Background: an optimization exercise with open tools, aiming at small area. Do not read the settings as production practice.
Only simulation tests tie the RTL to the original design; equivalence was not proved.
Power is estimated from default activity; no workload was simulated.

`run.sh`:
```
#!/bin/bash
# synth_recipe.tcl (not shown) runs the flow's synth.tcl, then flattens the netlist and writes it again
# the make line also repeats each setting of config.mk as NAME=value (left out here)
make -C /OpenROAD-flow-scripts/flow DESIGN_CONFIG=/design/flow/config.mk WORK_HOME=/design/flow/orfs CLKGATE_MAP_FILE= SYNTH_SCRIPT=/design/flow/synth_recipe.tcl finish
```
`config.mk`:
```
export PLATFORM = sky130hd
export DESIGN_NAME = id_part
export DESIGN_NICKNAME = id_part
export VERILOG_FILES = /design/flow/design.v
export SDC_FILE = /design/flow/constraint.sdc
export NUM_CORES = 4
export LEC_CHECK = 0
export CAP_MARGIN = 20
export CORE_MARGIN = 2
export CORE_UTILIZATION = 40
export SETUP_SLACK_MARGIN = 0.5
export SLEW_MARGIN = 20
```
`constraint.sdc`:
```
create_clock -name core_clock -period 9.0 [get_ports {clk}]
set_input_delay 1.8000 -clock core_clock [delete_from_list [all_inputs] [get_ports {clk}]]
set_output_delay 1.8000 -clock core_clock [all_outputs]
set_load 0.01 [all_outputs]
```
`design.v`:
```
`default_nettype none
module id_part (
  input  wire logic        clk,
  input  wire logic        rst,
  input  wire logic [31:0] PC,
  input  wire logic [31:0] IR,
  input  wire logic [31:0] Din,
  input  wire logic        WE,
  input  wire logic [4:0]  RW,
  output logic      [31:0] PCOut,
  output logic      [31:0] IROut,
  output logic      [31:0] signal,
  output logic      [31:0] R1,
  output logic      [31:0] R2,
  output logic      [31:0] R1Data,
  output logic      [31:0] R2Data,
  output logic      [31:0] RWOut
);
  localparam logic [5:0] c_OP_RTYPE = 6'h00, c_OP_J    = 6'h02, c_OP_JAL  = 6'h03;
  localparam logic [5:0] c_OP_BEQ   = 6'h04, c_OP_BNE  = 6'h05;
  localparam logic [5:0] c_OP_ADDI  = 6'h08, c_OP_ADDIU = 6'h09, c_OP_SLTI = 6'h0A;
  localparam logic [5:0] c_OP_SLTIU = 6'h0B, c_OP_ANDI = 6'h0C, c_OP_ORI  = 6'h0D;
  localparam logic [5:0] c_OP_XORI  = 6'h0E, c_OP_LUI  = 6'h0F;
  localparam logic [5:0] c_OP_LB    = 6'h20, c_OP_LH   = 6'h21, c_OP_LW   = 6'h23;
  localparam logic [5:0] c_OP_LBU   = 6'h24, c_OP_LHU  = 6'h25;
  localparam logic [5:0] c_OP_SB    = 6'h28, c_OP_SH   = 6'h29, c_OP_SW   = 6'h2B;
  localparam logic [1:0] c_SZ_WORD = 2'b00, c_SZ_HALF = 2'b01, c_SZ_BYTE = 2'b10;
  logic [31:0][31:0] r_regs;   
  logic [5:0] w_op, w_funct;
  logic [4:0] w_rs, w_rt, w_rd;
  logic [4:0] w_r1, w_r2, w_rw;
  logic [3:0] w_aluop;
  logic       w_regwrite, w_memread, w_memwrite, w_alusrcimm, w_immzext;
  logic       w_beq, w_bne, w_jump, w_jumpreg, w_link, w_shamt, w_syscall;
  logic [1:0] w_memsize;
  logic       w_memsext;
  logic       w_wr_en;
  assign w_op    = IR[31:26];
  assign w_rs    = IR[25:21];
  assign w_rt    = IR[20:16];
  assign w_rd    = IR[15:11];
  assign w_funct = IR[5:0];
  always_comb begin
    w_r1 = 5'd0; w_r2 = 5'd0; w_rw = 5'd0; w_aluop = 4'd0;
    w_regwrite = 1'b0; w_memread = 1'b0; w_memwrite = 1'b0;
    w_alusrcimm = 1'b0; w_immzext = 1'b0; w_beq = 1'b0; w_bne = 1'b0;
    w_jump = 1'b0; w_jumpreg = 1'b0; w_link = 1'b0; w_shamt = 1'b0;
    w_syscall = 1'b0; w_memsize = c_SZ_WORD; w_memsext = 1'b0;
    case (w_op)
      c_OP_RTYPE: begin
        case (w_funct)
          6'h20, 6'h21, 6'h22, 6'h23, 6'h24, 6'h25, 6'h26, 6'h27, 6'h2A, 6'h2B: begin
            w_regwrite = 1'b1; w_r1 = w_rs; w_r2 = w_rt; w_rw = w_rd;
            case (w_funct)
              6'h22, 6'h23: w_aluop = 4'd1;
              6'h24:        w_aluop = 4'd2;
              6'h25:        w_aluop = 4'd3;
              6'h26:        w_aluop = 4'd4;
              6'h27:        w_aluop = 4'd5;
              6'h2A:        w_aluop = 4'd6;
              6'h2B:        w_aluop = 4'd7;
              default:      w_aluop = 4'd0;
            endcase
          end
          6'h00, 6'h02, 6'h03: begin
            w_regwrite = 1'b1; w_shamt = 1'b1; w_r1 = w_rt; w_rw = w_rd;
            w_aluop = (w_funct == 6'h00) ? 4'd8 : (w_funct == 6'h02) ? 4'd9 : 4'd10;
          end
          6'h04, 6'h06, 6'h07: begin
            w_regwrite = 1'b1; w_r1 = w_rt; w_r2 = w_rs; w_rw = w_rd;
            w_aluop = (w_funct == 6'h04) ? 4'd8 : (w_funct == 6'h06) ? 4'd9 : 4'd10;
          end
          6'h08: begin
            w_jumpreg = 1'b1; w_r1 = w_rs;
          end
          6'h0C: begin
            w_syscall = 1'b1; w_r1 = 5'd2; w_r2 = 5'd4;
          end
          default: ;
        endcase
      end
      c_OP_ADDI, c_OP_ADDIU, c_OP_SLTI, c_OP_SLTIU,
      c_OP_ANDI, c_OP_ORI, c_OP_XORI, c_OP_LUI: begin
        w_regwrite = 1'b1; w_alusrcimm = 1'b1; w_r1 = w_rs; w_rw = w_rt;
        w_immzext = (w_op >= c_OP_ANDI);
        case (w_op)
          c_OP_SLTI:  w_aluop = 4'd6;
          c_OP_SLTIU: w_aluop = 4'd7;
          c_OP_ANDI:  w_aluop = 4'd2;
          c_OP_ORI:   w_aluop = 4'd3;
          c_OP_XORI:  w_aluop = 4'd4;
          c_OP_LUI:   w_aluop = 4'd11;
          default:    w_aluop = 4'd0;
        endcase
      end
      c_OP_LB, c_OP_LH, c_OP_LW, c_OP_LBU, c_OP_LHU: begin
        w_memread = 1'b1; w_regwrite = 1'b1; w_alusrcimm = 1'b1;
        w_r1 = w_rs; w_rw = w_rt;
        w_memsize = (w_op == c_OP_LW) ? c_SZ_WORD :
                    (w_op == c_OP_LH || w_op == c_OP_LHU) ? c_SZ_HALF : c_SZ_BYTE;
        w_memsext = (w_op == c_OP_LB || w_op == c_OP_LH);
      end
      c_OP_SB, c_OP_SH, c_OP_SW: begin
        w_memwrite = 1'b1; w_alusrcimm = 1'b1; w_r1 = w_rs; w_r2 = w_rt;
        w_memsize = (w_op == c_OP_SW) ? c_SZ_WORD :
                    (w_op == c_OP_SH) ? c_SZ_HALF : c_SZ_BYTE;
      end
      c_OP_BEQ, c_OP_BNE: begin
        w_aluop = 4'd1; w_r1 = w_rs; w_r2 = w_rt;
        w_beq = (w_op == c_OP_BEQ); w_bne = (w_op == c_OP_BNE);
      end
      c_OP_J:   w_jump = 1'b1;
      c_OP_JAL: begin
        w_jump = 1'b1; w_link = 1'b1; w_regwrite = 1'b1; w_rw = 5'd31;
      end
      default: ;
    endcase
  end
  assign signal = {13'd0, w_memsext, w_memsize, w_syscall, w_shamt, w_link,
                       w_jumpreg, w_jump, w_bne, w_beq, w_immzext, w_alusrcimm,
                       w_memwrite, w_memread, w_regwrite && (w_rw != 5'd0), w_aluop};
  assign PCOut  = PC;
  assign IROut  = IR;
  assign R1     = {27'd0, w_r1};
  assign R2     = {27'd0, w_r2};
  assign RWOut  = {27'd0, w_rw};
  assign w_wr_en = WE && (RW != 5'd0);
  always_ff @(posedge clk) begin
    if (rst) begin
      for (int i = 0; i < 32; i++) r_regs[i] <= 32'd0;
    end else if (w_wr_en) begin
      r_regs[RW] <= Din;
    end
  end
  assign R1Data = (w_r1 == 5'd0) ? 32'd0 :
                      (w_wr_en && RW == w_r1) ? Din : r_regs[w_r1];
  assign R2Data = (w_r2 == 5'd0) ? 32'd0 :
                      (w_wr_en && RW == w_r2) ? Din : r_regs[w_r2];
endmodule
`default_nettype wire
```
==> results of run 1 <==
==> metrics by stage <==
step,total power [mW],std cells,worst slack (ns),cell area [µm²],utilization (%)
2_1_floorplan,5.38,8649,2.79,55700,-
3_3_place_gp,5.88,9880,0.242,58100,42.2
3_5_place_dp,5.88,9884,0.235,58200,42.3
4_1_cts,10.6,10100,0.508,61900,45.0
5_1_grt,10.9,10100,0.452,62200,45.3
6_report,10.6,10100,0.560,62200,45.3
==> Yosys cell counts (41+ instances only) <==
cell type and instances:
clkbuf_1 625, nand3_1 671, nand4_1 159, a32oi_1 133
nor2b_1 41, nor3_1 46, a31oi_1 156, nand2_1 3831
buf_4 185, dfxtp_1 1024, mux2i_1 138, a21oi_1 1014
buf_2 113, nor2_1 95
==> what timing repair did <==
item,in CTS,in global routing
pin swaps,0,3
setup endpoints to repair,4,41
buffers inserted,0,4
gates resized for setup,3,30
hold buffers,0,0
endpoints found under the hold margin,0,0
cloned,0,4
==> where the power goes <==
part | switching [mW] | leakage (nW) | internal, mW
Combinational | 0.924 | 8.40 | 0.335
Sequential | 0.0311 | 8.25 | 4.57
Clock | 2.05 | 1.85 | 2.74
==> final timing paths <==
| path | endpoint | cells after the start | slack (ns) |
|---|---|---|---|
| min | r_regs[565]$_SDFFE_PP0P_ | 2 | 0.47 |
| min reg2reg | r_regs[565]$_SDFFE_PP0P_ | 2 | 0.47 |
| max | R1Data[13] | 14 | 0.56 |
| max reg2reg | r_regs[395]$_SDFFE_PP0P_ | 2 | 8.28 |
==> logic make-up after synthesis <==
| group | synth area share, % |
|---|---|
| compound gates | 15.2 |
| xor+xnor | 0.206 |
| fa+ha+maj | 0.0452 |
| buf+inv | 8.43 |
| flops | 37.0 |
| mux | 2.50 |
| other cells | 0.00677 |
| simple gates | 36.6 |
==> routing by layer <==
metal / global-route usage, % / share of wire (%) / up-vias
met5: 0 / 0.038 / -
met4: 19.9 / 6.3 / 14
met3: 10.3 / 14 / 1030
met2: 53.5 / 41 / 4879
met1: 46.7 / 38 / 29200
li1: - / - / 27500
==> final cells by class <==
cell class	instances	area (µm²)	share of cell area [%]
Clock buffer	166	3330	5.34
Clock inverter	37	390	0.627
Sequential cell	1024	20500	32.9
Timing Repair inverter	1	11.3	0.0181
Inverter	18	119	0.191
Timing Repair Buffer	428	4430	7.11
Antenna cell	7	17.5	0.0281
Multi-Input combinational cell	6629	31200	50.1
Tap cell	1794	2240	3.61
==> tightest hold or removal path: cells and delay by family, from the launching register on <==
family           cells  cell delay (ns)
flip-flops           1             0.32
AO/OA/AOI/OAI        1             0.05
AND/OR/NAND/NOR      1             0.05
==> results by group, run 1 <==
Place
  • GPL Wtd Cong: 0.958
  • DPL Wire Length: 157000 µm
  • Port bufs: 191

Setup path
  • Type of origin of the critical path: input pin
  • Critical path, cell by cell: clkdlybuf4s50_1, or4_1, nor2_1, nand3_1, o21a_4, clkinv_8, buf_4, nand2_1, nand3_1, a31oi_1, nor3_2, buf_4, a32o_1, clkdlybuf4s50_1
  • Crit path capture type: output pin
  • Crit path max fanout: 56
  • Max incr delay on CP: 0.64 ns
  • Worst-path cell with the longest stage delay: or4_1
  • CP Class: in2out
  • R2r startpoint: r_regs[395]$_SDFFE_PP0P_
  • CP Launch Point: IR[28]
  • CP arrival: 6.64 ns
  • Worst path bufs/invs: 5
  • CP required: 7.20 ns
  • Crit path max-delay family: buffers and inverters

Floorplanning
  • Std-Cell Rows: 136
  • Die height: 376 µm
  • Core Footprint: 0.137 mm²
  • Area of the die: 0.141 mm²
  • I/O pin total: 360
  • Die W: 376 µm
  • Initial core utilization: 40.3%

Final layout
  • Layout cell share with drive strength beyond 1: 6.68%
  • Top reg by flops: r_regs
  • Commonest non-fill, non-tap cells in the layout: nand2_1 (3801), dfxtp_1 (1024), a21oi_1 (1013), nand3_1 (662), clkdlybuf4s50_1 (182)
  • Commonest non-fill, non-tap cell in the layout: nand2_1
  • Largest registers: r_regs: 1024 flops
  • # fillers: 14000
  • Final nets: 8319
  • Synth-to-Final Area Change: 12.4%
  • Max reg flops: 1024

CTS
  • Root Buffer: clkbuf_16
  • Clock Path Buffers: 3
  • H-tree Lvls: 3
  • Clock Pin Slew Worst Setup and Hold Paths: 0.05 ns
  • Later-pin clock latency in the skew report: 0.75 ns
  • TritonCTS Buffers: 111
  • CTS tree: yes
  • CTS sink count: 1024

Timing
  • Fmax: 0.118 GHz
  • Slew HR: 19.6%
  • RSZ-0062 raised after global routing: true
  • Fin. Hold Viols: 0
  • Final setup violation count: 0
  • Post-route minimum period: 8.44 ns
  • Total negative slack: 0 ns
  • Slew Viols, Final: 0
  • Worst-margin pin slew: 1.20 ns
  • Clock Skew: 0 ns
  • Hold_ws: 0.469 ns
  • Period utilisation layout: 93.8%

Flow run
  • Maxcap violations: 0

Yosys
  • Seq/Total Area, Yosys: 37.0%
  • Cells after synthesis: 8556
  • Largest cells by area after synthesis: dfxtp_1 (37%), nand2_1 (26%), a21oi_1 (9.2%), nand3_1 (6.1%), clkbuf_1 (4.2%)
  • Top FF cell, synth: dfxtp_1
  • Yosys reg bits: 1024
  • Post-synth ARST share: 0%
  • Avg Inst Size Synth: 6.47 µm²
  • Netlist Area Pre-Place: 0.0554 mm²
  • Syn. warnings: 1
  • Synth area leader: dfxtp_1
  • Synth cell types: 75
  • Number of flops mapped to enable cells by yosys: 0
  • Synth top area share: 37.0%

Power
  • Pwr per Cell Area: 171 mW/mm²
  • VDD IR-drop max: 0.000154 V
  • Pleak: 18.5 nW

GRT
  • Vias in the first global route: 55400
  • Total track usage: 36.0%
  • Antenna violations before repair: 11
  • First-pass GRT wire length: 380000 µm
  • Largest net degree at the start of global routing: 200
  • Grt total ovfl: 0

Min path
  • Hold Path Origin: r_regs[565]$_SDFFE_PP0P_
  • Hold WC Path Type: reg2reg

Detailed routing
  • Post-route antenna net violation count: 0
  • Post-route DRC: 0
  • Routed WL: 269000 µm
  • Pre-antenna DRT Iters: 9
  • DR WL/cell: 26.6 µm
  • Iter 0 DRT Violations: 11400
  • Via count: 62600
  • Vias per cell: 6.20

Run status
  • Status: timing/DRC/antenna clean
==> inputs of run 2 (changes only) <==
--- a/design.v
+++ b/design.v
@@ -27,3 +27,2 @@
   localparam logic [1:0] c_SZ_WORD = 2'b00, c_SZ_HALF = 2'b01, c_SZ_BYTE = 2'b10;
-  logic [31:0][31:0] r_regs;   
   logic [5:0] w_op, w_funct;
@@ -127,13 +126,66 @@
   assign w_wr_en = WE && (RW != 5'd0);
-  always_ff @(posedge clk) begin
-    if (rst) begin
-      for (int i = 0; i < 32; i++) r_regs[i] <= 32'd0;
-    end else if (w_wr_en) begin
-      r_regs[RW] <= Din;
+  logic [31:1][31:0] r_regs;
+  logic [31:1][31:0] w_keep_n, w_next;
+  logic [31:1]       w_hold;    
+  logic [31:0]       w_din_n;   
+  logic [31:0][31:1] w_col;     
+  assign w_din_n = ~(Din & {32{~rst}});
+  for (genvar i = 1; i < 32; i++) begin : g_row
+    assign w_hold[i] = !(rst || (WE && RW == i));
+    for (genvar j = 0; j < 32; j++) begin : g_bit
+      assign w_col[j][i] = r_regs[i][j];
+      id_nand2 u_keep (.a(r_regs[i][j]), .b(w_hold[i]), .y(w_keep_n[i][j]));
+      id_o21ai u_next (.a1(w_hold[i]), .a2(w_din_n[j]), .b1(w_keep_n[i][j]), .y(w_next[i][j]));
     end
   end
-  assign R1Data = (w_r1 == 5'd0) ? 32'd0 :
-                      (w_wr_en && RW == w_r1) ? Din : r_regs[w_r1];
-  assign R2Data = (w_r2 == 5'd0) ? 32'd0 :
-                      (w_wr_en && RW == w_r2) ? Din : r_regs[w_r2];
+  always_ff @(posedge clk) r_regs <= w_next;
+  logic        w_byp1, w_byp2;
+  logic [31:1] w_sel1, w_sel2;
+  assign w_byp1 = w_wr_en && (RW == w_r1);
+  assign w_byp2 = w_wr_en && (RW == w_r2);
+  for (genvar i = 1; i < 32; i++) begin : g_sel
+    assign w_sel1[i] = (w_r1 == i) && !w_byp1;
+    assign w_sel2[i] = (w_r2 == i) && !w_byp2;
+  end
+  for (genvar j = 0; j < 32; j++) begin : g_rd
+    id_rdbit u_rd1 (.sel(w_sel1), .byp(w_byp1), .din(Din[j]), .col(w_col[j]), .y(R1Data[j]));
+    id_rdbit u_rd2 (.sel(w_sel2), .byp(w_byp2), .din(Din[j]), .col(w_col[j]), .y(R2Data[j]));
+  end
+endmodule
+module id_rdbit (
+  input  wire logic [31:1] sel,
+  input  wire logic        byp,
+  input  wire logic        din,
+  input  wire logic [31:1] col,
+  output logic             y
+);
+  logic [10:0] w_t;
+  logic [2:0]  w_p;
+  for (genvar k = 0; k < 10; k++) begin : g_aoi
+    id_a222oi u_a (.a1(sel[3*k+1]), .a2(col[3*k+1]), .b1(sel[3*k+2]), .b2(col[3*k+2]),
+                   .c1(sel[3*k+3]), .c2(col[3*k+3]), .y(w_t[k]));
+  end
+  id_a22oi u_last (.a1(sel[31]), .a2(col[31]), .b1(byp), .b2(din), .y(w_t[10]));
+  id_nand4 u_n0 (.a(w_t[0]), .b(w_t[1]), .c(w_t[2]), .d(w_t[3]), .y(w_p[0]));
+  id_nand4 u_n1 (.a(w_t[4]), .b(w_t[5]), .c(w_t[6]), .d(w_t[7]), .y(w_p[1]));
+  id_nand3 u_n2 (.a(w_t[8]), .b(w_t[9]), .c(w_t[10]), .y(w_p[2]));
+  assign y = |w_p;
+endmodule
+module id_nand2 (input wire logic a, b, output logic y);
+  assign y = ~(a & b);
+endmodule
+module id_o21ai (input wire logic a1, a2, b1, output logic y);
+  assign y = ~((a1 | a2) & b1);
+endmodule
+module id_a222oi (input wire logic a1, a2, b1, b2, c1, c2, output logic y);
+  assign y = ~((a1 & a2) | (b1 & b2) | (c1 & c2));
+endmodule
+module id_a22oi (input wire logic a1, a2, b1, b2, output logic y);
+  assign y = ~((a1 & a2) | (b1 & b2));
+endmodule
+module id_nand4 (input wire logic a, b, c, d, output logic y);
+  assign y = ~(a & b & c & d);
+endmodule
+module id_nand3 (input wire logic a, b, c, output logic y);
+  assign y = ~(a & b & c);
 endmodule
--- a/config.mk
+++ b/config.mk
@@ -12 +12,3 @@
 export SLEW_MARGIN = 20
+export SYNTH_HIERARCHICAL = 1
+export SYNTH_MINIMUM_KEEP_SIZE = 0
==> run 2 against run 1 <==
  * Critical path type unchanged
  * Still clean on timing, DRC and antenna
  * Die area is 26% lower
  * Sequential cell count is 32 lower
  * Utilization is 4.9 points higher
  * Clock-buffer cell count is 15 lower
  * Highest routed layer unchanged
  * Worst setup slack worse by 0.052 ns
  * Maximum frequency is 0.61% lower
  * Critical endpoint is now R1Data[7]
  * Routed wire length is 33% lower
  * Largest power group is now sequential cells
  * Sequential power is about 10% higher
  * Hold slack better by 0.0030 ns
==> results by group, run 2 <==
Run status
  • Status: timing/DRC/antenna clean

GRT
  • Largest net degree at the start of global routing: 65
  • Total track usage: 33.3%
  • Vias in the first global route: 38100
  • Grt total ovfl: 0
  • Antenna violations before repair: 6
  • First-pass GRT wire length: 259000 µm

Setup path
  • R2R cell count: 2
  • CP Class: in2out
  • Crit path max fanout: 19
  • R2r startpoint: r_regs[983]$_DFF_P_
  • CP arrival: 6.69 ns
  • Type of origin of the critical path: input pin
  • CP required: 7.20 ns
  • Crit path capture type: output pin
  • Critical R2R Capture: r_regs[983]$_DFF_P_
  • Reg-to-reg slack, setup: 8.34 ns

Min path
  • Min-Delay Path Depth: 2
  • Hold Path Origin: r_regs[227]$_DFF_P_
  • Worst hold path endpoint: r_regs[227]$_DFF_P_
  • Hold WC Path Type: reg2reg

Place
  • DPL Wire Length: 111000 µm
  • Port bufs: 191
  • GPL Wtd Cong: 0.947

Timing
  • Slew Viols, Final: 0
  • Post-route minimum period: 8.49 ns
  • Fmax: 0.118 GHz
  • Worst-margin pin slew: 1.06 ns
  • Fin. Hold Viols: 0
  • Period utilisation layout: 94.4%
  • RSZ-0062 raised after global routing: true
  • Hold_ws: 0.472 ns
  • Slew HR: 28.8%
  • Total negative slack: 0 ns
  • Clock Skew: 0 ns
  • Final setup violation count: 0

Power
  • VDD IR-drop max: 0.000169 V
  • Gate power share: 9.9%
  • Pleak: 18.4 nW
  • Switching power: 2.85 mW
  • Clock Power Share: 42.4%
  • Pwr per Cell Area: 212 mW/mm²
  • Sequential share of power: 47.7%
  • Net Sw Frac: 26.8%
  • Cell-internal power: 7.80 mW

Yosys
  • Largest cells by area after synthesis: dfxtp_1 (49%), a222oi_1 (16%), o21ai_1 (12%), nand2_1 (9.4%), buf_4 (3.1%)
  • Post-synthesis mux area share: 0.0740%
  • Seq/Total Area, Yosys: 48.9%
  • Synth area leader: dfxtp_1
  • Synth cell count leaders: nand2_1 (1022), dfxtp_1 (992), o21ai_1 (992)
  • Xor/xnor share of the synthesized area: 0.129%
  • Largest family of logic cells by synthesized area: compound AO/OA/AOI/OAI gates
  • Simple-Gate Fraction of Synth Area: 15.9%
  • Post-synthesis compound-gate area fraction: 31.4%
  • Avg Inst Size Synth: 9.11 µm²
  • Syn. warnings: 7
  • Post-synth ARST share: 0%
  • Top FF cell, synth: dfxtp_1
  • Cells after synthesis: 4457
  • Most numerous cell in the Yosys netlist: nand2_1
  • Synth cell types: 60
  • Netlist Area Pre-Place: 0.0406 mm²
  • Number of flops mapped to enable cells by yosys: 0
  • Adder-cell area share of the yosys netlist: 0%
  • Yosys reg bits: 992
  • Synth top area share: 48.9%

Detailed routing
  • DR WL/cell: 28.6 µm
  • Routed WL: 181000 µm
  • Post-route DRC: 0
  • Iter 0 DRT Violations: 9377
  • Pre-antenna DRT Iters: 14
  • Vias per cell: 6.64
  • Post-route antenna net violation count: 0
  • Via count: 42100

Floorplanning
  • Std-Cell Rows: 116
  • Core Footprint: 0.100 mm²
  • Die W: 323 µm
  • Area of the die: 0.104 mm²
  • I/O pin total: 360
  • Die height: 323 µm
  • Initial core utilization: 40.5%

Flow run
  • Maxcap violations: 0

Final layout
  • Area of the multi-input gates: 0.0205 mm²
  • Commonest non-fill, non-tap cell in the layout: nand2_1
  • Max reg flops: 992
  • # fillers: 9541
  • Top reg by flops: r_regs
  • Register Area: 0.0199 mm²
  • Synth-to-Final Area Change: 23.9%
  • Commonest non-fill, non-tap cells in the layout: nand2_1 (1022), o21ai_1 (992), dfxtp_1 (992), a222oi_1 (640), buf_4 (180)
  • Final nets: 4999
  • Layout cell share with drive strength beyond 1: 12.4%
  • Util after Layout: 50.2%
  • Largest registers: r_regs: 992 flops

CTS
  • Clock Pin Slew Worst Setup and Hold Paths: 0.06 ns
  • CTS sink count: 992
  • CTS tree: yes
  • Root Buffer: clkbuf_16
  • Clock Path Buffers: 3
  • TritonCTS Buffers: 103
  • Later-pin clock latency in the skew report: 0.68 ns
  • H-tree Lvls: 3
==> run 2: worst max-delay path by stage <==
stage	startpoint	end
global placement	IR[29]	R1Data[2]
CTS	IR[29]	R1Data[29]
global route	IR[29]	R1Data[2]
detailed placement	IR[29]	R1Data[2]
floorplan	IR[26]	R1Data[0]
finish	IR[29]	R1Data[7]
==> run 2: area by class of cell <==
type / instances / area share, %
well taps: 1357 / 3.38
clock buffers: 151 / 6.07
diodes: 3 / 0.0149
repair buffers: 440 / 9.06
multi-input cells: 3346 / 40.8
clock inverters: 40 / 1.08
inverters: 12 / 0.0895
flip-flops and latches: 992 / 39.5
==> run 2: metrics by stage <==
stage	setup slack, ns	power, mW	instances	area [µm²]
global placement	0.243	6.13	6123	46000
detailed placement	0.220	6.16	6125	46100
floorplan	0.540	5.70	4550	41000
CTS	0.478	10.6	6322	49900
finish	0.508	10.6	6341	50300
global route	0.402	11.0	6338	50300
==> run 2: power by group through the flow <==
| stage | combinational, mW | sequential, mW | clock, mW |
|---|---|---|---|
| global route | 1.13 | 5.12 | 4.75 |
| finish | 1.06 | 5.08 | 4.52 |
| detailed placement | 1.01 | 5.15 | 0 |
| floorplan | 0.633 | 5.07 | 0 |
| global placement | 0.990 | 5.14 | 0 |
| CTS | 1.02 | 5.06 | 4.56 |
==> run 2: metal layers <==
layer	track usage, %	up-vias	part of all wire, %
met5	0	-	0.015
met4	16.5	4	5.5
met3	8.06	592	14
met2	48.6	3244	41
met1	45.7	19600	39
li1	-	18600	-
==> run 2: critical path: stages <==
cell             delay, ns
clkdlybuf4s50_1       0.46
or4_4                 0.57
nor3_4                0.23
a311oi_1              0.14
a31o_2                0.25
a2111oi_2             0.33
nand3_1               0.18
a2111oi_4             0.23
buf_6                 0.20
clkbuf_16             0.18
nor4_4                0.10
buf_12                0.20
a222oi_1              0.45
nand4_1               0.37
or3_4                 0.49
clkdlybuf4s50_1       0.50
==> run 2: logic make-up (layout without fill, tap and decap cells) <==
logic type | Yosys count | in the layout
AO/OA/AOI/OAI | 1778 | 1778
AND/OR/NAND/NOR | 1465 | 1465
flip-flops | 992 | 992
buffers and inverters | 212 | 643
XOR/XNOR | 6 | 6
multiplexers | 3 | 3
other | 1 | 97
==> run 2: modules after synthesis, one instance, submodules excluded <==
module / times used / flops+latches / cells / area, µm²
id_nand2: 992 / 0 / 1 / 3.75
id_o21ai: 992 / 0 / 1 / 5.00
id_nand4: 128 / 0 / 1 / 6.26
id_rdbit: 64 / 0 / 1 / 6.26
id_nand3: 64 / 0 / 1 / 5.00
id_part: 1 / 992 / 1513 / 23200
id_a222oi: 640 / 0 / 1 / 10.0
id_a22oi: 64 / 0 / 1 / 12.5
==> run 2: timing repair <==
action	in CTS	in global routing
setup endpoints to repair	32	64
gates cloned	1	6
resized for setup	12	58
setup buffers	5	7
pin swaps	13	64
hold buffers	0	0
==> inputs of run 3 (changes only) <==
==> flow/run.sh (new file) <==
#!/bin/bash
# The standard ORFS layout, with two changes: port buffers use the smallest
# buffer (buf_1), and clock tree synthesis inserts no dummy loads.
set -euo pipefail
export BUFFER_PORTS_ARGS="-buffer_cell sky130_fd_sc_hd__buf_1"
export CTS_ARGS="-sink_clustering_enable -repair_clock_nets -dont_use_dummy_load -buf_list {sky130_fd_sc_hd__clkbuf_4 sky130_fd_sc_hd__clkbuf_8}"
bash standard.sh finish > standard.log 2>&1
==> standard.sh (new file) <==
#!/bin/bash
# synth_recipe.tcl (not shown) runs the flow's synth.tcl, then flattens the netlist and writes it again
# the make line also repeats each setting of config.mk as NAME=value (left out here)
make -C /OpenROAD-flow-scripts/flow DESIGN_CONFIG=/design/flow/config.mk WORK_HOME=/design/flow/orfs CLKGATE_MAP_FILE= SYNTH_SCRIPT=/design/flow/synth_recipe.tcl "${@:-finish}"
--- a/config.mk
+++ b/config.mk
@@ -7,7 +7,8 @@
 export LEC_CHECK = 0
-export CAP_MARGIN = 20
+export CAP_MARGIN = 0
 export CORE_MARGIN = 2
-export CORE_UTILIZATION = 40
-export SETUP_SLACK_MARGIN = 0.5
-export SLEW_MARGIN = 20
+export CORE_UTILIZATION = 60
+export CTS_BUF_LIST = sky130_fd_sc_hd__clkbuf_4 sky130_fd_sc_hd__clkbuf_8
+export SETUP_SLACK_MARGIN = 0.1
+export SLEW_MARGIN = 0
 export SYNTH_HIERARCHICAL = 1
removed: run.sh
==> run 3 against run 2 <==
  * Now fails the layout checks on capacitance limit, slew limit
  * Via count increased by 2.3%
  * Hold slack about the same
  * Non-clock buffer count shrank 72
  * Critical path type unchanged
  * Critical endpoint is now R1Data[22]
==> results by group, run 3 <==
CTS
  • Root Buffer: clkbuf_8
  • CTS sink count: 992
  • Hold_buf cts: 0
  • H-tree Lvls: 4
  • CTS tree: yes
  • TritonCTS Buffers: 160
  • Clock Pin Slew Worst Setup and Hold Paths: 0.05 ns
  • Later-pin clock latency in the skew report: 0.79 ns
  • Clock Path Buffers: 3

Yosys
  • Avg Inst Size Synth: 9.11 µm²
  • Post-synth ARST share: 0%
  • Cells after synthesis: 4457
  • Number of flops mapped to enable cells by yosys: 0
  • Seq/Total Area, Yosys: 48.9%
  • Netlist Area Pre-Place: 0.0406 mm²
  • Most numerous cell in the Yosys netlist: nand2_1
  • Top FF cell, synth: dfxtp_1
  • Synth cell count leaders: nand2_1 (1022), dfxtp_1 (992), o21ai_1 (992)
  • Synth cell types: 60
  • Yosys reg bits: 992
  • Largest cells by area after synthesis: dfxtp_1 (49%), a222oi_1 (16%), o21ai_1 (12%), nand2_1 (9.4%), buf_4 (3.1%)
  • Syn. warnings: 7
  • Synth area leader: dfxtp_1
  • Synth top area share: 48.9%

Timing
  • Worst-margin pin slew: 1.50 ns
  • RSZ-0062 raised after global routing: false
  • Slew Viols, Final: 1
  • Hold_ws: 0.471 ns
  • Post-route minimum period: 8.73 ns
  • Clock Skew: 0 ns
  • Period utilisation layout: 97.0%
  • Fmax: 0.115 GHz
  • Total negative slack: 0 ns
  • Fin. Hold Viols: 0
  • Final setup violation count: 0
  • Slew HR: -0.379%

GRT
  • Vias in the first global route: 39200
  • First-pass GRT wire length: 254000 µm
  • Total track usage: 48.9%
  • Antenna violations before repair: 10
  • Largest net degree at the start of global routing: 65
  • Grt total ovfl: 0

Setup path
  • CP required: 7.20 ns
  • Crit path max fanout: 16
  • R2r startpoint: r_regs[989]$_DFF_P_
  • Reg-to-reg slack, setup: 8.32 ns
  • Type of origin of the critical path: input pin
  • Critical R2R Capture: r_regs[989]$_DFF_P_
  • CP Class: in2out
  • CP arrival: 6.93 ns
  • R2R cell count: 2
  • Crit path capture type: output pin

Floorplanning
  • Area of the die: 0.0698 mm²
  • Initial core utilization: 60.6%
  • I/O pin total: 360
  • Die height: 264 µm
  • Die W: 264 µm
  • Core Footprint: 0.0670 mm²
  • Std-Cell Rows: 95

Power
  • Cell-internal power: 6.62 mW
  • Pleak: 16.5 nW
  • Clock Power Share: 34.5%
  • Pwr per Cell Area: 202 mW/mm²
  • Gate power share: 10.4%
  • Sequential share of power: 55.0%
  • Switching power: 2.60 mW
  • VDD IR-drop max: 0.000158 V
  • Net Sw Frac: 28.2%

Final layout
  • Area of the multi-input gates: 0.0203 mm²
  • Largest registers: r_regs: 992 flops
  • Top reg by flops: r_regs
  • Synth-to-Final Area Change: 12.4%
  • Commonest non-fill, non-tap cell in the layout: nand2_1
  • Register Area: 0.0199 mm²
  • Final nets: 4984
  • Max reg flops: 992
  • # fillers: 5776
  • Commonest non-fill, non-tap cells in the layout: nand2_1 (1022), o21ai_1 (992), dfxtp_1 (992), a222oi_1 (640), buf_1 (190)
  • Layout cell share with drive strength beyond 1: 10.5%

Run status
  • Layout Check Fails: capacitance limit, slew limit
  • Status: failed layout checks

Detailed routing
  • Via count: 43000
  • Routed WL: 178000 µm
  • Post-route DRC: 0
  • Vias per cell: 7.48
  • Post-route antenna net violation count: 0
  • Pre-antenna DRT Iters: 15
  • DR WL/cell: 31.0 µm
  • Iter 0 DRT Violations: 9112

Place
  • Port bufs: 191
  • GPL Wtd Cong: 0.960
  • DPL Wire Length: 103000 µm

Flow run
  • Maxcap violations: 1

Min path
  • Min-Delay Path Depth: 2
  • Hold Path Origin: r_regs[150]$_DFF_P_
  • Hold WC Path Type: reg2reg
  • Worst hold path endpoint: r_regs[150]$_DFF_P_
==> run 3: worst max path at each step <==
stage,from,endpoint,slack [ns],cells after the start
floorplan,IR[29],R2Data[0],0.22,12
global placement,IR[28],R2Data[22],0.71,16
detailed placement,IR[31],R2Data[22],0.59,16
CTS,IR[31],R2Data[22],0.58,16
global route,IR[31],R2Data[31],0.18,16
finish,IR[28],R1Data[22],0.27,14
==> run 3: area by class of cell <==
| cell class | instances | share of cell area (%) |
|---|---|---|
| multi-input cells | 3346 | 44.6 |
| flip-flops and latches | 992 | 43.5 |
| diodes | 5 | 0.0274 |
| well taps | 873 | 2.39 |
| clock buffers | 160 | 4.82 |
| inverters | 12 | 0.0987 |
| repair buffers | 368 | 4.56 |
==> run 3: power groups by stage <==
stage	logic [mW]	registers, mW	clock network [mW]
after floorplan	0.633	5.07	0
after global placement	0.895	5.14	0
after detailed placement	0.919	5.14	0
after CTS	0.919	5.06	3.17
after global routing	1.02	5.11	3.37
final	0.963	5.08	3.18
==> run 3: stage by stage <==
stage	power (mW)	utilization (%)	area, µm²	instances	setup slack [ns]
after floorplan	5.70	-	41000	4550	0.222
after global placement	6.03	64.7	43400	5590	0.705
after detailed placement	6.06	64.7	43400	5590	0.590
after CTS	9.15	68.0	45600	5750	0.577
after global routing	9.50	68.1	45600	5752	0.181
final	9.22	68.1	45600	5756	0.274
==> run 3: Yosys stat by module, one instance, submodules excluded <==
module,area [µm²],flops+latches,times used,cells inside
id_a22oi,12.5,0,64,1
id_part,23200,992,1,1513
id_nand4,6.26,0,128,1
id_nand2,3.75,0,992,1
id_rdbit,6.26,0,64,1
id_o21ai,5.00,0,992,1
id_nand3,5.00,0,64,1
id_a222oi,10.0,0,640,1
==> run 3: timing repair <==
item / in CTS / in global routing
endpoints found under the setup margin: 0 / 1
resized for setup: 0 / 1
setup buffers: 0 / 0
==> run 3: logic make-up (layout without fill, tap and decap cells) <==
| kind of cell | count (synthesis) | in the layout | synth area share (%) |
|---|---|---|---|
| flip-flops | 992 | 992 | 48.9 |
| buffers and inverters | 212 | 540 | 3.61 |
| other | 1 | 99 | 0.00924 |
| multiplexers | 3 | 3 | 0.0740 |
| AND/OR/NAND/NOR | 1465 | 1465 | 15.9 |
| AO/OA/AOI/OAI | 1778 | 1778 | 31.4 |
| XOR/XNOR | 6 | 6 | 0.129 |
==> run 3: critical path, cell delays in order <==
cell	delay, ns
buf_1	0.50
nor4_1	0.13
nand2_1	0.26
o21ba_2	0.25
or2_2	0.34
a21oi_1	0.44
inv_1	0.20
or3_1	0.51
nor3_2	1.20
buf_4	0.45
a222oi_1	0.12
nand4_1	0.16
or3_1	0.35
buf_1	0.22
==> run 3: metal layers <==
layer / part of all wire [%] / vias up / GRT usage, %
li1: - / 18400 / -
met1: 35 / 19700 / 62.4
met2: 40 / 3864 / 68.6
met3: 17 / 980 / 18.3
met4: 7.7 / 8 / 32.7
met5: 0.11 / - / 1.25
==> inputs of run 4 (changes only) <==
--- a/design.v
+++ b/design.v
@@ -161,4 +161,5 @@
 );
-  logic [10:0] w_t;
-  logic [2:0]  w_p;
+  logic [9:0] w_t;
+  logic [2:0] w_p;
+  logic       w_u;
   for (genvar k = 0; k < 10; k++) begin : g_aoi
@@ -167,7 +168,7 @@
   end
-  id_a22oi u_last (.a1(sel[31]), .a2(col[31]), .b1(byp), .b2(din), .y(w_t[10]));
+  id_a22o  u_last (.a1(sel[31]), .a2(col[31]), .b1(byp), .b2(din), .y(w_u));
   id_nand4 u_n0 (.a(w_t[0]), .b(w_t[1]), .c(w_t[2]), .d(w_t[3]), .y(w_p[0]));
   id_nand4 u_n1 (.a(w_t[4]), .b(w_t[5]), .c(w_t[6]), .d(w_t[7]), .y(w_p[1]));
-  id_nand3 u_n2 (.a(w_t[8]), .b(w_t[9]), .c(w_t[10]), .y(w_p[2]));
-  assign y = |w_p;
+  assign w_p[2] = ~(w_t[8] & w_t[9]);
+  assign y = |{w_p, w_u};
 endmodule
@@ -182,4 +183,4 @@
 endmodule
-module id_a22oi (input wire logic a1, a2, b1, b2, output logic y);
-  assign y = ~((a1 & a2) | (b1 & b2));
+module id_a22o (input wire logic a1, a2, b1, b2, output logic y);
+  assign y = (a1 & a2) | (b1 & b2);
 endmodule
@@ -188,5 +189,2 @@
 endmodule
-module id_nand3 (input wire logic a, b, c, output logic y);
-  assign y = ~(a & b & c);
-endmodule
 `default_nettype wire
--- a/flow/run.sh
+++ b/flow/run.sh
@@ -2,3 +2,4 @@
 # The standard ORFS layout, with two changes: port buffers use the smallest
-# buffer (buf_1), and clock tree synthesis inserts no dummy loads.
+# buffer (buf_1), and clock tree synthesis uses clkbuf_4/clkbuf_8 and inserts
+# no dummy loads.
 set -euo pipefail
--- a/config.mk
+++ b/config.mk
@@ -7,8 +7,7 @@
 export LEC_CHECK = 0
-export CAP_MARGIN = 0
+export CAP_MARGIN = 20
 export CORE_MARGIN = 2
-export CORE_UTILIZATION = 60
-export CTS_BUF_LIST = sky130_fd_sc_hd__clkbuf_4 sky130_fd_sc_hd__clkbuf_8
+export CORE_UTILIZATION = 50
 export SETUP_SLACK_MARGIN = 0.1
-export SLEW_MARGIN = 0
+export SLEW_MARGIN = 20
 export SYNTH_HIERARCHICAL = 1
==> run 4 against run 3 <==
  * Now clean on timing, DRC and antenna
  * Sequential share of layout area fell by 0.14 points
  * Hold slack got worse by 0.0019 ns
  * Utilization fell by 11 points
  * Register-to-register slack barely moved
  * Combinational power fell by 0.4%
  * Clock skew did not move
  * First-iteration DRC count fell by 12%
  * Routed wire length fell by 2.3%
  * Die area rose by 19%
  * Non-clock buffer count rose by 1
  * Worst setup slack improved by 0.14 ns
==> results by group, run 4 <==
CTS
  • TritonCTS Buffers: 165
  • Clock Path Buffers: 3
  • Later-pin clock latency in the skew report: 0.86 ns
  • Clock Pin Slew Worst Setup and Hold Paths: 0.06 ns
  • Root Buffer: clkbuf_8
  • CTS sink count: 992
  • H-tree Lvls: 4
  • CTS tree: yes

Final layout
  • Final nets: 4990
  • Max reg flops: 992
  • Commonest non-fill, non-tap cell in the layout: nand2_1
  • # fillers: 7613
  • Top reg by flops: r_regs
  • Layout cell share with drive strength beyond 1: 9.44%
  • Commonest non-fill, non-tap cells in the layout: nand2_1 (1022), o21ai_1 (992), dfxtp_1 (992), a222oi_1 (640), buf_1 (190)
  • Util after Layout: 57.1%
  • Synth-to-Final Area Change: 13.7%
  • Largest registers: r_regs: 992 flops

Setup path
  • Max incr delay on CP: 0.65 ns
  • Critical path, cell by cell: buf_1, or4_4, nor3_4, and2_2, a2111oi_0, a2111oi_2, nand3_1, a2111oi_4, buf_12, nor4_2, buf_4, a222oi_1, nand4_1, nor3_1, nand3_1, buf_1
  • Crit path capture type: output pin
  • Crit path max-delay family: simple AND/OR/NAND/NOR gates
  • Crit path max fanout: 47
  • Worst path bufs/invs: 4
  • CP arrival: 6.79 ns
  • CP required: 7.20 ns
  • Type of origin of the critical path: input pin
  • Worst-path cell with the longest stage delay: or4_4
  • CP Class: in2out

Detailed routing
  • Met3 WL: 20800 µm
  • Post-route antenna net violation count: 0
  • Max Used Layer: met5
  • DR WL/cell: 29.3 µm
  • Iter 0 DRT Violations: 7998
  • Via count: 41400
  • Post-route DRC: 0
  • Pre-antenna DRT Iters: 12
  • Met2 WL: 75500 µm
  • Vias per cell: 6.96
  • Routed WL: 174000 µm
  • Wl on met1: 67000 µm

Place
  • Port bufs: 191
  • GPL Wtd Cong: 0.916
  • DPL Wire Length: 104000 µm

GRT
  • Total track usage: 40.3%
  • Largest net degree at the start of global routing: 65
  • Antenna violations before repair: 2
  • Vias in the first global route: 37500
  • First-pass GRT wire length: 249000 µm
  • Grt total ovfl: 0

Timing
  • Slew HR: 21.9%
  • Fmax: 0.116 GHz
  • Post-route minimum period: 8.59 ns
  • Clock Skew: 0 ns
  • Slew Viols, Final: 0
  • RSZ-0062 raised after global routing: false
  • Final setup violation count: 0
  • Worst-margin pin slew: 1.17 ns
  • Period utilisation layout: 95.4%
  • Total negative slack: 0 ns
  • Fin. Hold Viols: 0

Yosys
  • Number of flops mapped to enable cells by yosys: 0
  • Avg Inst Size Synth: 9.04 µm²
  • Syn. warnings: 7
  • Synth cell types: 59
  • Post-synth ARST share: 0%
  • Largest cells by area after synthesis: dfxtp_1 (49%), a222oi_1 (16%), o21ai_1 (12%), nand2_1 (9.5%), buf_4 (3.2%)
  • Yosys reg bits: 992
  • Synth top area share: 49.3%
  • Synth area leader: dfxtp_1
  • Netlist Area Pre-Place: 0.0403 mm²
  • Most numerous cell in the Yosys netlist: nand2_1
  • Synth cell count leaders: nand2_1 (1022), dfxtp_1 (992), o21ai_1 (992)
  • Top FF cell, synth: dfxtp_1
  • Cells after synthesis: 4457
  • Seq/Total Area, Yosys: 49.3%

Min path
  • Hold WC Path Type: reg2reg

Power
  • Pwr per Cell Area: 203 mW/mm²
  • Total power: 9.28 mW
  • Pleak: 16.3 nW
  • VDD IR-drop max: 0.000160 V

Floorplanning
  • Core Footprint: 0.0802 mm²
  • Die height: 288 µm
  • Die W: 288 µm
  • I/O pin total: 360
  • Initial core utilization: 50.3%
  • Std-Cell Rows: 104
  • Area of the die: 0.0829 mm²

Run status
  • Status: timing/DRC/antenna clean

Flow run
  • Maxcap violations: 0
[run 4: cell count changes after synthesis]
cell / change
a22oi_2: -64
a22o_1: +64
or3_1: -64
nor3_1: +64
[run 4: cell families after synthesis]
| logic type | synth area share (%) |
|---|---|
| xor gates and xnor gates | 0.130 |
| muxes | 0.0745 |
| buffers and inverters | 3.64 |
| DFF | 49.3 |
| AOI/OAI and AO/OA | 31.0 |
| and+or+nand+nor | 15.8 |
| other | 0.00931 |
[run 4: per-layer routing]
metal / track usage (%) / vias to the layer above
met1: 51.1 / 19300
met5: 0.0581 / -
li1: - / 18500
met3: 10.3 / 681
met4: 23.8 / 2
met2: 61.8 / 2895
[run 4: worst paths after layout]
check / slack [ns] / end / from / depth (start not counted)
hold reg to reg: 0.47 / r_regs[624]$_DFF_P_ / r_regs[624]$_DFF_P_ / 2
hold / removal: 0.47 / r_regs[624]$_DFF_P_ / r_regs[624]$_DFF_P_ / 2
setup reg to reg: 8.32 / r_regs[969]$_DFF_P_ / r_regs[969]$_DFF_P_ / 2
setup / recovery: 0.41 / R1Data[9] / IR[28] / 16
[run 4: metrics by stage]
step | hold WS [ns] | worst slack, ns | cells | cell area (µm²)
after floorplan | 0.451 | 0.599 | 4550 | 40600
after global placement | 0.458 | 0.609 | 5774 | 43400
after detailed placement | 0.463 | 0.468 | 5777 | 43500
after CTS | 0.472 | 0.450 | 5942 | 45700
after global routing | 0.486 | 0.204 | 5945 | 45800
final | 0.470 | 0.414 | 5945 | 45800
[run 4: per-module statistics from Yosys, one instance, submodules excluded]
module / times used / cells inside / flops+latches
id_part: 1 / 1513 / 992
id_nand2: 992 / 1 / 0
id_nand4: 128 / 1 / 0
id_a22o: 64 / 1 / 0
id_rdbit: 64 / 2 / 0
id_o21ai: 992 / 1 / 0
id_a222oi: 640 / 1 / 0
[run 4: power breakdown]
part | switching, mW | internal [mW]
sequential | 0.300 | 4.78
combinational | 0.666 | 0.293
clock | 1.64 | 1.61
[run 4: what timing repair did]
action | in CTS | in global routing
buffers inserted | 0 | 0
hold buffers | 0 | 0
endpoints found under the hold margin | 0 | 0
gates resized for setup | 0 | 1
setup endpoints to repair | 0 | 6
[run 4: final cells by class]
| cell class | instances | area, µm² | share of cell area, % |
|---|---|---|---|
| antenna | 1 | 2.50 | 0.00547 |
| tap | 1060 | 1330 | 2.90 |
| clock buffer | 165 | 2270 | 4.96 |
| sequential | 992 | 19900 | 43.4 |
| timing repair buffer | 369 | 2240 | 4.89 |
| inverter | 12 | 45.0 | 0.0984 |
| multi-input combinational | 3346 | 20000 | 43.8 |
[run 4: worst register-to-register path, cell delays in order (launching register included)]
cell	delay (ns)
dfxtp_1	0.43
nand2_1	0.08
o21ai_1	0.10
==> inputs of run 5 (changes only) <==
==> flow/run.sh (replaced) <==
#!/bin/bash
# The standard ORFS layout, with these changes: port buffers use the smallest
# buffer (buf_1); constant outputs share one tie cell; clock tree synthesis
# uses clkbuf_8 with larger sink clusters and inserts no dummy loads.
set -euo pipefail
export BUFFER_PORTS_ARGS="-buffer_cell sky130_fd_sc_hd__buf_1"
export SKIP_REPAIR_TIE_FANOUT=1
export CTS_ARGS="-sink_clustering_enable -repair_clock_nets -dont_use_dummy_load -buf_list sky130_fd_sc_hd__clkbuf_8 -sink_clustering_size 15 -sink_clustering_max_diameter 60"
bash standard.sh finish > standard.log 2>&1
--- a/config.mk
+++ b/config.mk
@@ -7,7 +7,7 @@
 export LEC_CHECK = 0
-export CAP_MARGIN = 20
+export CAP_MARGIN = 10
 export CORE_MARGIN = 2
 export CORE_UTILIZATION = 50
-export SETUP_SLACK_MARGIN = 0.1
-export SLEW_MARGIN = 20
+export SETUP_SLACK_MARGIN = 0.05
+export SLEW_MARGIN = 10
 export SYNTH_HIERARCHICAL = 1
==> run 5 against run 4 <==
  * Routed wire length is 0.58% higher
  * Maximum frequency shrank 0.50%
  * Still clean
  * Sequential power about the same
  * Sequential share of layout area increased by 1.5 points
  * Sequential cell count unchanged
  * Via count down 0.55%
  * Non-clock buffer count shrank 2
  * Global-route usage increased by 0.42 points
  * Final cell count fell by 2.8%
  * Critical endpoint is now R1Data[24]
  * Clock power decreased by 28%
  * Cell area fell by 3.4%
  * Synthesized cell count is the same
==> results by group, run 5 <==
CTS
  • CTS sink count: 992
  • TritonCTS Buffers: 87
  • CTS tree: yes
  • H-tree Lvls: 3
  • Setup Buffers After CTS: 0
  • Post-CTS Resized: 0
  • Hold_buf cts: 0
  • Clock Path Buffers: 3
  • Root Buffer: clkbuf_8
  • Later-pin clock latency in the skew report: 0.70 ns
  • Clock Pin Slew Worst Setup and Hold Paths: 0.06 ns

Floorplanning
  • Std-Cell Rows: 104
  • Core Footprint: 0.0802 mm²
  • Die height: 288 µm
  • Die W: 288 µm
  • Initial core utilization: 50.3%
  • I/O pin total: 360
  • Area of the die: 0.0829 mm²

Power
  • Gate power share: 11.4%
  • Clock Power Share: 28.0%
  • Cell-internal power: 5.92 mW
  • Pleak: 15.4 nW
  • Pwr per Cell Area: 189 mW/mm²
  • Sequential share of power: 60.6%
  • Net Sw Frac: 29.2%
  • Switching power: 2.44 mW
  • VDD IR-drop max: 0.000164 V
  • Total power: 8.36 mW

Timing
  • Worst-margin pin slew: 1.23 ns
  • Final setup violation count: 0
  • Slew HR: 17.3%
  • Total negative slack: 0 ns
  • Fin. Hold Viols: 0
  • Slack of the critical path: 0.370 ns
  • Post-route minimum period: 8.63 ns
  • Fmax: 0.116 GHz
  • Hold_ws: 0.474 ns
  • Slew Viols, Final: 0
  • RSZ-0062 raised after global routing: false
  • Clock Skew: 0 ns
  • Period utilisation layout: 95.9%

Final layout
  • Synth-to-Final Area Change: 9.79%
  • Top reg by flops: r_regs
  • Finished Cell Area: 0.0442 mm²
  • Finished Layout Cells: 5776
  • Largest registers: r_regs: 992 flops
  • Final nets: 4817
  • Commonest non-fill, non-tap cells in the layout: nand2_1 (1022), o21ai_1 (992), dfxtp_1 (992), a222oi_1 (640), buf_1 (190)
  • Commonest non-fill, non-tap cell in the layout: nand2_1
  • Layout cell share with drive strength beyond 1: 7.94%
  • Util after Layout: 55.2%
  • Max reg flops: 992

Setup path
  • CP Class: in2out
  • Crit path max fanout: 41
  • R2R cell count: 2
  • Type of origin of the critical path: input pin
  • Critical R2R Capture: r_regs[457]$_DFF_P_
  • Reg-to-reg slack, setup: 8.31 ns
  • CP required: 7.20 ns
  • Crit path capture type: output pin
  • R2r startpoint: r_regs[457]$_DFF_P_
  • CP arrival: 6.83 ns

Yosys
  • Number of flops mapped to enable cells by yosys: 0
  • Synth area leader: dfxtp_1
  • Most numerous cell in the Yosys netlist: nand2_1
  • Cells after synthesis: 4457
  • Seq/Total Area, Yosys: 49.3%
  • Synth cell types: 59
  • Synth top area share: 49.3%
  • Post-synth ARST share: 0%
  • Largest cells by area after synthesis: dfxtp_1 (49%), a222oi_1 (16%), o21ai_1 (12%), nand2_1 (9.5%), buf_4 (3.2%)
  • Yosys reg bits: 992
  • Synth cell count leaders: nand2_1 (1022), dfxtp_1 (992), o21ai_1 (992)
  • Avg Inst Size Synth: 9.04 µm²
  • Netlist Area Pre-Place: 0.0403 mm²
  • Syn. warnings: 7
  • Top FF cell, synth: dfxtp_1

Detailed routing
  • Pre-antenna DRT Iters: 14
  • Post-route antenna net violation count: 0
  • DR WL/cell: 30.3 µm
  • Post-route DRC: 0
  • Iter 0 DRT Violations: 8406
  • Routed WL: 175000 µm
  • Via count: 41200
  • Vias per cell: 7.12

Place
  • DPL Wire Length: 105000 µm
  • Post-DP Area: 0.0430 mm²
  • GPL Wtd Cong: 0.930
  • Post-place setup slack: 0.468 ns
  • Inst Count DP: 5682
  • Port bufs: 191

GRT
  • Vias in the first global route: 37100
  • First-pass GRT wire length: 251000 µm
  • Grt total ovfl: 0
  • Largest net degree at the start of global routing: 95
  • Total track usage: 40.7%
  • Antenna violations before repair: 2

Min path
  • Hold Path Origin: r_regs[706]$_DFF_P_
  • Min-Delay Path Depth: 2
  • Hold WC Path Type: reg2reg
  • Worst hold path endpoint: r_regs[706]$_DFF_P_

Flow run
  • Maxcap violations: 0

Run status
  • Status: timing/DRC/antenna clean
## run 5: cell count changes in the layout (fill, tap and decap cells not counted), sizes merged
cell	previous run	this run
buf	368	366
clkbuf	166	88
conb	94	1
diode	1	5
## run 5: cell type report
cell class / instances / area, µm²
antenna: 5 / 12.5
clock buffer: 87 / 1200
fill: 7636 / 35900
inverter: 12 / 45.0
multi-input combinational: 3253 / 19700
sequential: 992 / 19900
tap: 1060 / 1330
timing repair buffer: 367 / 2110
## run 5: per-layer routing
| layer | vias to the layer above | wire length, µm | share of wire, % | global-route usage, % |
|---|---|---|---|---|
| met5 | - | 43 | 0.025 | 0.407 |
| met4 | 2 | 11700 | 6.7 | 24.0 |
| met3 | 630 | 23100 | 13 | 9.79 |
| met2 | 3103 | 73000 | 42 | 59.9 |
| met1 | 19200 | 67300 | 38 | 54.2 |
| li1 | 18200 | - | - | - |
## run 5: how the worst max path moves through the flow
stage,from,depth (start not counted),to
after CTS,IR[28],16,R1Data[1]
after global placement,IR[28],16,R1Data[1]
after floorplan,IR[26],12,R1Data[0]
after detailed placement,IR[28],16,R1Data[1]
after global routing,IR[28],15,R2Data[25]
final,IR[28],15,R1Data[24]
## run 5: critical path, stage by stage
cell	delay, ns
buf_1	0.45
mux2i_1	0.15
o31ai_1	0.74
o31ai_2	0.36
a2111oi_2	0.43
nand3_1	0.18
a2111oi_4	0.40
buf_12	0.32
nor3_2	0.24
buf_4	0.31
a222oi_1	0.50
nand4_1	0.21
nor3_1	0.31
nand3_1	0.18
buf_1	0.18
## run 5: kinds of logic after synthesis
family,share of synthesized area [%]
compound gates,31.0
simple gates,15.8
flops,49.3
other cells,0.00931
mux,0.0745
xor+xnor,0.130
buf+inv,3.64
## run 5: per-module statistics from Yosys, one instance, submodules excluded
| module | flip-flops and latches | times used |
|---|---|---|
| id_a222oi | 0 | 640 |
| id_a22o | 0 | 64 |
| id_nand2 | 0 | 992 |
| id_nand4 | 0 | 128 |
| id_o21ai | 0 | 992 |
| id_part | 992 | 1 |
| id_rdbit | 0 | 64 |
## run 5: power by group through the flow
| stage | clock, mW | sequential, mW | combinational [mW] |
|---|---|---|---|
| after detailed placement | 0 | 5.15 | 0.927 |
| after CTS | 2.36 | 5.05 | 0.927 |
| final | 2.34 | 5.07 | 0.953 |
| after floorplan | 0 | 5.07 | 0.641 |
| after global routing | 2.50 | 5.11 | 1.03 |
| after global placement | 0 | 5.15 | 0.905 |
==> inputs of run 6 (changes only) <==
--- a/config.mk
+++ b/config.mk
@@ -7,7 +7,7 @@
 export LEC_CHECK = 0
-export CAP_MARGIN = 10
+export CAP_MARGIN = 20
 export CORE_MARGIN = 2
 export CORE_UTILIZATION = 50
-export SETUP_SLACK_MARGIN = 0.05
-export SLEW_MARGIN = 10
+export SETUP_SLACK_MARGIN = 0.1
+export SLEW_MARGIN = 20
 export SYNTH_HIERARCHICAL = 1
==> run 6 against run 5 <==
  * Routed wire length fell by 0.19%
  * Non-clock buffer count up 2
  * Critical path depth up 1
  * Synthesized area unchanged
  * Final cell count unchanged
  * Via count is essentially flat
  * Combinational power about the same
  * Largest cell class unchanged
==> results by group, run 6 <==
Run status
  • Status: timing/DRC/antenna clean

Power
  • Switching power: 2.43 mW
  • Clock Power Share: 27.9%
  • VDD IR-drop max: 0.000128 V
  • Net Sw Frac: 29.1%
  • Gate power share: 11.4%
  • Cell-internal power: 5.92 mW
  • Pleak: 15.4 nW
  • Sequential share of power: 60.7%
  • Pwr per Cell Area: 189 mW/mm²

CTS
  • CTS tree: yes
  • TritonCTS Buffers: 87
  • Later-pin clock latency in the skew report: 0.69 ns
  • Hold_buf cts: 0
  • Clock Pin Slew Worst Setup and Hold Paths: 0.06 ns
  • Clock Path Buffers: 3
  • H-tree Lvls: 3
  • CTS sink count: 992
  • Root Buffer: clkbuf_8

Final layout
  • Commonest non-fill, non-tap cells in the layout: nand2_1 (1022), o21ai_1 (992), dfxtp_1 (992), a222oi_1 (640), buf_1 (190)
  • Synth-to-Final Area Change: 9.88%
  • Commonest non-fill, non-tap cell in the layout: nand2_1
  • # fillers: 7601
  • Final nets: 4819
  • Largest registers: r_regs: 992 flops
  • Top reg by flops: r_regs
  • Layout cell share with drive strength beyond 1: 8.04%
  • Max reg flops: 992

Timing
  • Fmax: 0.114 GHz
  • Post-route minimum period: 8.74 ns
  • Final setup violation count: 0
  • Total negative slack: 0 ns
  • Period utilisation layout: 97.1%
  • Fin. Hold Viols: 0
  • Clock Skew: 0 ns
  • Slack of the critical path: 0.258 ns
  • RSZ-0062 raised after global routing: false
  • Slew HR: 24.0%
  • Slew Viols, Final: 0
  • Worst-margin pin slew: 1.13 ns

Floorplanning
  • Area of the die: 0.0829 mm²
  • Core Footprint: 0.0802 mm²
  • I/O pin total: 360
  • Initial core utilization: 50.3%
  • Std-Cell Rows: 104
  • Die W: 288 µm
  • Die height: 288 µm

Yosys
  • Synth cell count leaders: nand2_1 (1022), dfxtp_1 (992), o21ai_1 (992)
  • Post-synth ARST share: 0%
  • Avg Inst Size Synth: 9.04 µm²
  • Seq/Total Area, Yosys: 49.3%
  • Synth cell types: 59
  • Number of flops mapped to enable cells by yosys: 0
  • Yosys reg bits: 992
  • Cells after synthesis: 4457
  • Largest cells by area after synthesis: dfxtp_1 (49%), a222oi_1 (16%), o21ai_1 (12%), nand2_1 (9.5%), buf_4 (3.2%)
  • Adder-cell area share of the yosys netlist: 0%
  • Synth area leader: dfxtp_1
  • Simple-Gate Fraction of Synth Area: 15.8%
  • Xor/xnor share of the synthesized area: 0.130%
  • Largest family of logic cells by synthesized area: compound AO/OA/AOI/OAI gates
  • Post-synthesis mux area share: 0.0745%
  • Top FF cell, synth: dfxtp_1
  • Syn. warnings: 7
  • Post-synthesis compound-gate area fraction: 31.0%
  • Most numerous cell in the Yosys netlist: nand2_1
  • Synth top area share: 49.3%
  • Netlist Area Pre-Place: 0.0403 mm²

Setup path
  • Reg-to-reg slack, setup: 8.31 ns
  • CP Class: in2out
  • CP Launch Point: IR[28]
  • Type of origin of the critical path: input pin
  • Crit path max fanout: 41
  • Critical R2R Capture: r_regs[10]$_DFF_P_
  • Crit path capture type: output pin
  • CP required: 7.20 ns
  • CP arrival: 6.94 ns
  • R2r startpoint: r_regs[10]$_DFF_P_
  • Setup crit end: R1Data[1]
  • R2R cell count: 2

Detailed routing
  • Pre-antenna DRT Iters: 14
  • Vias per cell: 7.12
  • Post-route antenna net violation count: 0
  • Routed WL: 175000 µm
  • Via count: 41100
  • Iter 0 DRT Violations: 8589
  • Post-route DRC: 0
  • DR WL/cell: 30.3 µm

GRT
  • Grt total ovfl: 0
  • Largest net degree at the start of global routing: 95
  • First-pass GRT wire length: 251000 µm
  • Total track usage: 40.7%
  • Antenna violations before repair: 3
  • Vias in the first global route: 37000

Flow run
  • Maxcap violations: 0

Place
  • DPL Wire Length: 105000 µm
  • Post-place setup slack: 0.450 ns
  • GPL Wtd Cong: 0.930
  • Port bufs: 191

Min path
  • Hold Path Origin: r_regs[706]$_DFF_P_
  • Hold WC Path Type: reg2reg
==> run 6: cells by family after synthesis <==
group / Yosys count
and+or+nand+nor: 1465
muxes: 3
DFF: 992
other: 1
xor gates and xnor gates: 6
buffers and inverters: 212
AOI/OAI and AO/OA: 1778
==> run 6: worst max-delay path, stage by stage <==
cell and delay (ns):
buf_1 0.46, mux2i_1 0.15, o31ai_1 0.82, o31ai_2 0.37, a2111oi_2 0.42, nand3_1 0.19, a2111oi_4 0.41, buf_12 0.32
nor3_2 0.07, buf_4 0.30, buf_4 0.25, a222oi_1 0.38, nand4_1 0.25, nor3_1 0.41, nand3_1 0.14, buf_1 0.16
==> run 6: worst min path at each step <==
stage	end	slack (ns)	cells past startpoint
finish	r_regs[706]$_DFF_P_	0.47	2
global route	r_regs[699]$_DFF_P_	0.49	2
CTS	r_regs[706]$_DFF_P_	0.47	2
detailed placement	r_regs[627]$_DFF_P_	0.46	2
global placement	r_regs[722]$_DFF_P_	0.46	2
floorplan	r_regs[128]$_DFF_P_	0.45	2
==> run 6: layout make-up <==
class | count | area [µm²] | share of cell area [%]
multi-input combinational | 3253 | 19700 | 44.5
antenna | 3 | 7.51 | 0.0170
timing repair buffer | 369 | 2130 | 4.82
tap | 1060 | 1330 | 3.00
clock buffer | 87 | 1200 | 2.71
sequential | 992 | 19900 | 44.9
inverter | 12 | 45.0 | 0.102
==> run 6: repair_timing <==
action,4_1_cts,5_1_grt
resized for setup,0,1
endpoints found under the hold margin,0,0
endpoints found under the setup margin,0,5
buffers inserted,0,0
==> run 6: per-module statistics from Yosys, one instance, submodules excluded <==
module     cell area, µm²  flops+latches  cells inside  copies in the design
id_a22o              8.76              0             1                    64
id_a222oi            10.0              0             1                   640
id_nand2             3.75              0             1                   992
id_rdbit             10.0              0             2                    64
id_o21ai             5.00              0             1                   992
id_nand4             6.26              0             1                   128
id_part             23200            992          1513                     1
==> run 6: metal layers <==
| layer | part of all wire [%] | vias up | GRT usage [%] |
|---|---|---|---|
| met4 | 6.8 | 0 | 23.6 |
| met5 | 0 | - | 0.465 |
| li1 | - | 18200 | - |
| met1 | 38 | 19000 | 54.9 |
| met3 | 14 | 685 | 9.17 |
| met2 | 41 | 3172 | 59.7 |
==> run 6: stage by stage <==
stage / instance area, µm² / power, mW / hold slack (ns) / cells / util, %
final: 44300 / 8.35 / 0.475 / 5776 / 55.2
after floorplan: 40300 / 5.71 / 0.451 / 4457 / -
after global routing: 44300 / 8.63 / 0.492 / 5775 / 55.2
after CTS: 44200 / 8.34 / 0.475 / 5772 / 55.2
after global placement: 43000 / 6.05 / 0.458 / 5682 / 53.6
after detailed placement: 43000 / 6.08 / 0.463 / 5685 / 53.7
==> run 6: power by group through the flow <==
stage               combinational, mW  sequential (mW)  clock [mW]
detailed placement              0.928             5.15           0
floorplan                       0.641             5.07           0
CTS                             0.929             5.05        2.36
global placement                0.905             5.15           0
global route                     1.03             5.11        2.50
finish                          0.952             5.07        2.33

## port drivers added, routing unchanged
No port has a modelled driver above. Below, the same layouts with a new extraction and two added sets of constraints.
Step 1 (the two cells are an assumption about what drives the block):
set clk [get_ports {clk}]
set_driving_cell -lib_cell sky130_fd_sc_hd__clkbuf_16 $clk
set_driving_cell -lib_cell sky130_fd_sc_hd__buf_2 [delete_from_list [all_inputs] $clk]
Step 2 also shifts input and output timing later by t, the mid clock arrival at the registers, as if the neighbouring blocks saw the same clock.
a / b / c = ideal ports / drivers / drivers and shift; a / b = the first two.
| run | t (ns) | slack for setup (ns) | worst setup path after step 2 | worst register clock-pin slew, ns | cell pins on the clock port's net |
|---|---|---|---|---|---|
| run 1 | 0.851 | 0.560 / 0.526 / 0.526 | input to output | 0.07 / 0.07 | 1 |
| run 2 | 0.754 | 0.508 / 0.474 / 0.474 | input to output | 0.07 / 0.07 | 1 |
| run 3 | 0.873 | 0.274 / 0.248 / 0.248 | input to output | 0.07 / 0.07 | 1 |
| run 4 | 0.885 | 0.414 / 0.393 / 0.393 | input to output | 0.06 / 0.06 | 1 |
| run 5 | 0.771 | 0.370 / 0.344 / 0.344 | input to output | 0.10 / 0.10 | 1 |
| run 6 | 0.777 | 0.258 / 0.234 / 0.234 | input to output | 0.10 / 0.10 | 1 |
